What follows belongs to an exercise in optimizing a design on an open flow for small area; a production flow would make more cautious choices.
Where RTL was checked, it was by simulation tests only, not by an equivalence proof against the original.
Power is estimated from default activity; no workload was simulated.

// processor
module processor #(
	parameter logic [31:0] boot_addr = 32'h0
) (
	input  logic              clk,
	input  logic              rst,
	input  logic [31:0]       IM_inst,
	output logic [31:0]       IF_pc,
	input  logic [31:0]       DM_mem_dout,
	output logic [31:0]       MEM_mem_addr,
	output logic [1:0]        MEM_mem_cmd,
	output logic [31:0]       MEM_mem_din
);
	rv5_pkg::dec_t dec, dec1, dec2;
	logic [31:0] rs1_data, rs2_data;
	logic [31:0] em_a, em_r2;
	logic [31:12] em_ip;
	logic [4:0]  em_rd;
	logic        em_k_reg, em_k_u, em_wr, em_mem;
	logic [31:0] opb, alu_sum;
	logic [31:0] wb_data, mw_data;
	logic [4:0]  mw_rd;
	logic        mw_we;
	if_stage if_stage_i (
		.clk     (clk),
		.rst     (rst),
		.IM_inst (IM_inst),
		.IF_pc   (IF_pc),
		.dec     (dec)
	);
	pipe_reg #(.width(rv5_pkg::dec_w), .ctl_w(2)) dec1_i (
		.clk (clk), .rst (rst), .d (dec), .q (dec1)
	);
	pipe_reg #(.width(rv5_pkg::dec_w), .ctl_w(2)) dec2_i (
		.clk (clk), .rst (rst), .d (dec1), .q (dec2)
	);
	pipe_reg #(.width(93), .ctl_w(2)) em_i (
		.clk (clk), .rst (rst),
		.d   ({rs1_data, rs2_data, dec2.p, dec2.k_reg, dec2.k_u, dec2.wr, dec2.mem}),
		.q   ({em_a, em_r2, em_ip, em_rd, em_k_reg, em_k_u, em_wr, em_mem})
	);
	id_stage id_stage_i (
		.ip       (em_ip),
		.rd       (em_rd),
		.k_reg    (em_k_reg),
		.k_u      (em_k_u),
		.is_st    (em_mem & ~em_wr),
		.rs2_data (em_r2),
		.opb      (opb)
	);
	ex_stage ex_stage_i (
		.a       (em_a),
		.b       (opb),
		.k_reg   (em_k_reg),
		.f3      (em_ip[14:12]),
		.sub     (em_ip[30]),
		.ld      (em_wr & em_mem),
		.ld_data (DM_mem_dout),
		.sum     (alu_sum),
		.wb      (wb_data)
	);
	mem_stage mem_stage_i (
		.addr         (alu_sum),
		.sdata        (em_r2),
		.wr           (em_wr),
		.mem          (em_mem),
		.MEM_mem_addr (MEM_mem_addr),
		.MEM_mem_cmd  (MEM_mem_cmd),
		.MEM_mem_din  (MEM_mem_din)
	);
	pipe_reg #(.width(38), .ctl_w(1)) mw_i (
		.clk (clk), .rst (rst),
		.d   ({wb_data, em_rd, em_wr}),
		.q   ({mw_data, mw_rd, mw_we})
	);
	register_file register_file_i (
		.clk      (clk),
		.rst      (rst),
		.we       (mw_we),
		.rd       (mw_rd),
		.wdata    (mw_data),
		.rs1      (dec2.p[19-7:15-7]),
		.rs1_zero (dec2.k_u),
		.rs2      (dec2.p[24-7:20-7]),
		.rs1_data (rs1_data),
		.rs2_data (rs2_data)
	);
endmodule
Size in the first run: ~1200 flip-flops, about 0.051 sq mm of cells after synthesis.
==> flow/config.mk <==
export PLATFORM = sky130hd
export DESIGN_NAME = processor
export DESIGN_NICKNAME = processor
export VERILOG_FILES = /design/flow/design.v
export SDC_FILE = /design/flow/constraint.sdc
export NUM_CORES = 4
export LEC_CHECK = 0
export CAP_MARGIN = 0
export CORE_MARGIN = 2
export CORE_UTILIZATION = 50
export GPL_TIMING_DRIVEN = 0
export PLACE_DENSITY = 0.6
export SETUP_SLACK_MARGIN = 0.15
export SLEW_MARGIN = 0
export SYNTH_HIERARCHICAL = 1
==> flow/constraint.sdc <==
create_clock -name core_clock -period 6.5 [get_ports {clk}]
set_input_delay 1.3000 -clock core_clock [delete_from_list [all_inputs] [get_ports {clk}]]
set_output_delay 1.3000 -clock core_clock [all_outputs]
set_load 0.01 [all_outputs]
standard.sh (not shown) runs the stock make flow with config.mk's settings and CLKGATE_MAP_FILE= SYNTH_SCRIPT=/design/flow/synth_recipe.tcl, a recipe that flattens the netlist after the stock synthesis.
==> flow/flow/run.sh <==
#!/bin/bash
# The standard layout, with smaller port buffers and a clock tree without dummy loads.
set -euo pipefail
export BUFFER_PORTS_ARGS="-buffer_cell sky130_fd_sc_hd__buf_1"
export CTS_ARGS="-sink_clustering_enable -repair_clock_nets -dont_use_dummy_load -buf_list sky130_fd_sc_hd__clkbuf_8 -sink_clustering_size 20 -sink_clustering_max_diameter 50"
bash standard.sh > standard.log 2>&1
The first run reached the layout checks and failed them: capacitance limit, slew limit.
Change:
==> flow/flow/run.sh (replaced) <==
#!/bin/bash
# The standard layout, with smaller port buffers and a clock tree without dummy loads.
set -euo pipefail
export BUFFER_PORTS_ARGS="-buffer_cell sky130_fd_sc_hd__buf_1"
export CTS_ARGS="-sink_clustering_enable -repair_clock_nets -dont_use_dummy_load -buf_list sky130_fd_sc_hd__clkbuf_8 -sink_clustering_buffer sky130_fd_sc_hd__clkbuf_4 -sink_clustering_size 10 -sink_clustering_max_diameter 35"
bash standard.sh > standard.log 2>&1
Settings changed: CAP_MARGIN 0 to 20, GPL_TIMING_DRIVEN 0 to not set, SLEW_MARGIN 0 to 20.
Outcome: Now the flow finished clean. Utilization fell by 2.3 points. Register-to-register slack gains 330 ps. Die area stays the same. Global-route usage decreases by 0.29 points.

processor, a different RTL version from the one above (not shown whole).
Size: ~3200 cells after synthesis, ~1200 flip-flops, ~160 I/O pins, ~51000 sq um of cells after synthesis.
export LEC_CHECK = 0
export CAP_MARGIN = 20
export CORE_MARGIN = 2
export CORE_UTILIZATION = 50
export PLACE_DENSITY = 0.6
export SETUP_SLACK_MARGIN = 0.15
export SLEW_MARGIN = 20
export SYNTH_HIERARCHICAL = 1
create_clock -name core_clock -period 6.5 [get_ports {clk}]
==> flow/flow/run.sh <==
#!/bin/bash
# The standard layout, with the smallest port buffers and a clock tree without
# dummy loads whose leaf buffers are small.
set -euo pipefail
export BUFFER_PORTS_ARGS="-buffer_cell sky130_fd_sc_hd__buf_1"
export CTS_ARGS="-sink_clustering_enable -repair_clock_nets -dont_use_dummy_load -buf_list sky130_fd_sc_hd__clkbuf_8 -sink_clustering_buffer sky130_fd_sc_hd__clkbuf_4 -sink_clustering_size 10 -sink_clustering_max_diameter 35"
bash standard.sh > standard.log 2>&1
Then changed:
==> flow/flow/run.sh (replaced) <==
#!/bin/bash
# The standard layout, with the smallest port buffers and a clock tree without
# dummy loads whose leaf buffers are small.
set -euo pipefail
export BUFFER_PORTS_ARGS="-buffer_cell sky130_fd_sc_hd__buf_1"
export CTS_ARGS="-sink_clustering_enable -repair_clock_nets -dont_use_dummy_load -buf_list sky130_fd_sc_hd__clkbuf_8 -sink_clustering_buffer sky130_fd_sc_hd__clkbuf_4 -sink_clustering_size 12 -sink_clustering_max_diameter 32"
bash standard.sh > standard.log 2>&1
Cell area hardly moves.
Die area stays the same.
Total power increases by 1.2%.
Routed wire length barely changes.

== main ==
Another version of the RTL of processor (not shown whole).
Size: about 4000 cells after synthesis, roughly 1200 flip-flops, ~160 I/O pins.
Settings: LEC_CHECK=0, CAP_MARGIN=20, CORE_MARGIN=2, CORE_UTILIZATION=25, PLACE_DENSITY=0.35, SLEW_MARGIN=20, SYNTH_HIERARCHICAL=1; clock period 6.5 ns.
run.sh (not shown) runs the stock make flow with config.mk's settings and CLKGATE_MAP_FILE= SYNTH_SCRIPT=/design/flow/synth_recipe.tcl, a recipe that flattens the netlist after the stock synthesis.
Stock flow here: none of the scripts above is used.
Every stage of the flow completed for main, and the final layout passed the timing, design-rule and antenna checks.
The following lists how the feature branch was set up differently from main:
# main
export LEC_CHECK = 0
export CAP_MARGIN = 20
export CORE_MARGIN = 2
export CORE_UTILIZATION = 25
export PLACE_DENSITY = 0.35
export SLEW_MARGIN = 20
export SYNTH_HIERARCHICAL = 1
create_clock -name core_clock -period 6.5 [get_ports {clk}]
# the feature branch
export LEC_CHECK = 0
export CAP_MARGIN = 5
export CORE_MARGIN = 2
export CORE_UTILIZATION = 55
export CTS_BUF_LIST = sky130_fd_sc_hd__clkbuf_4 sky130_fd_sc_hd__clkbuf_8
export PLACE_DENSITY = 0.65
export SLEW_MARGIN = 5
export SYNTH_HIERARCHICAL = 1
create_clock -name core_clock -period 6.5 [get_ports {clk}]
Results
Looking at sum of buffers and inverters on the critical path across main and the feature branch, the one that comes out higher is main. Worst reg2reg path depth, main and the feature branch: higher on the feature branch. main has a lower worst-case clock skew than the feature branch. Clock network power share came out lower on the feature branch than on main. Compared with main, the feature branch improves switching power. The feature branch: overall routed net length about 20% below main. Sort main and the feature branch by shortest clock period the worst path allows after layout asc -> top: the feature branch.

Setup of rev 12:
Another version of the RTL of processor (not shown whole).
For scale: roughly 160 I/O pins, ~51000 um2 of cells after synthesis.
==> flow/config.mk <==
export PLATFORM = sky130hd
export DESIGN_NAME = processor
export DESIGN_NICKNAME = processor
export VERILOG_FILES = /design/flow/design.v
export SDC_FILE = /design/flow/constraint.sdc
export NUM_CORES = 4
export LEC_CHECK = 0
export CAP_MARGIN = 20
export CORE_MARGIN = 2
export CORE_UTILIZATION = 60
export PLACE_DENSITY = 0.68
export SETUP_SLACK_MARGIN = 0.05
export SLEW_MARGIN = 20
export SYNTH_HIERARCHICAL = 1
==> flow/constraint.sdc <==
create_clock -name core_clock -period 6.5 [get_ports {clk}]
set_input_delay 1.3000 -clock core_clock [delete_from_list [all_inputs] [get_ports {clk}]]
set_output_delay 1.3000 -clock core_clock [all_outputs]
set_load 0.01 [all_outputs]
standard.sh (not shown) runs the stock make flow with config.mk's settings and CLKGATE_MAP_FILE= SYNTH_SCRIPT=/design/flow/synth_recipe.tcl, a recipe that flattens the netlist after the stock synthesis.
==> flow/flow/run.sh <==
#!/bin/bash
# The standard layout, with smaller port buffers and a clock tree without dummy loads.
set -euo pipefail
export BUFFER_PORTS_ARGS="-buffer_cell sky130_fd_sc_hd__buf_1"
export CTS_ARGS="-sink_clustering_enable -repair_clock_nets -dont_use_dummy_load -buf_list sky130_fd_sc_hd__clkbuf_8 -sink_clustering_size 24 -sink_clustering_max_diameter 45"
bash standard.sh > standard.log 2>&1
## Diff of input files: rev 13 against rev 12
Settings: a change of CORE_UTILIZATION from 60 to 50; a change of PLACE_DENSITY from 0.68 to 0.6; a change of SETUP_SLACK_MARGIN from 0.05 to 0.15.
==> flow/flow/run.sh <==
#!/bin/bash
# The standard layout, with smaller port buffers and a clock tree without dummy loads.
set -euo pipefail
export BUFFER_PORTS_ARGS="-buffer_cell sky130_fd_sc_hd__buf_1"
export CTS_ARGS="-sink_clustering_enable -repair_clock_nets -dont_use_dummy_load -buf_list sky130_fd_sc_hd__clkbuf_8 -sink_clustering_size 20 -sink_clustering_max_diameter 50"
bash standard.sh > standard.log 2>&1
==> comparison <==
Result for rev 13 and rev 12: all clean
Of rev 13 and rev 12, rev 13 shows the lower final weighted congestion in routability-driven placement, with rev 12 above it.
Non-clock inverter total of the final layout came out exactly the same in rev 13 and rev 12.
Summary of the comparison: hold slack is higher in rev 13, relative to rev 12.
Taking rev 12 as the reference, in rev 13 core utilization decreased 10 points, post-route cell area increased 0.51%, via count decreased about 1.6%.
Function was not checked in any run of this note: the RTL went through the layout flow alone.

port drivers added, routing unchanged:
Ports are ideal in the flow. The routed layouts listed here were re-timed in OpenROAD.
Step 1 assumes that a clkbuf_16 drives the clock port and a buf_2 every other input.
Step 2 times the ports against the registers' clock, not the clock port: input delays grow and output delays shrink by t, the midpoint of the rising clock arrivals with the driver on.
Slacks: ideal ports / drivers / drivers and shift; pairs: ideal ports / drivers.
| run | shift t [ns] | setup slack, ns | latest minus earliest clock arrival (ns) | worst data-port slew with drivers (ns) | cell pins on the clock port's net |
|---|---|---|---|---|---|
| the first run of note 1 | 0.856 | 0.356 / 0.293 / 1.149 | 0.096 / 0.096 | 0.08 | 1 |
| the second run of note 1 | 0.901 | 0.483 / 0.413 / 1.314 | 0.109 / 0.110 | 0.09 | 1 |
| the first run of note 2 | 0.901 | 0.512 / 0.447 / 1.348 | 0.135 / 0.135 | 0.04 | 1 |
| the second run of note 2 | 0.918 | 0.472 / 0.407 / 1.325 | 0.155 / 0.155 | 0.04 | 1 |
| main | 0.895 | 0.255 / 0.255 / 0.255 | 0.033 / 0.033 | 0.07 | 1 |
| the feature branch | 0.955 | 0.313 / 0.313 / 0.313 | 0.070 / 0.070 | 0.06 | 1 |
| rev 12 | 0.833 | 0.401 / 0.330 / 1.163 | 0.164 / 0.165 | 0.24 | 1 |
| rev 13 | 0.861 | 0.414 / 0.348 / 1.209 | 0.142 / 0.142 | 0.06 | 1 |
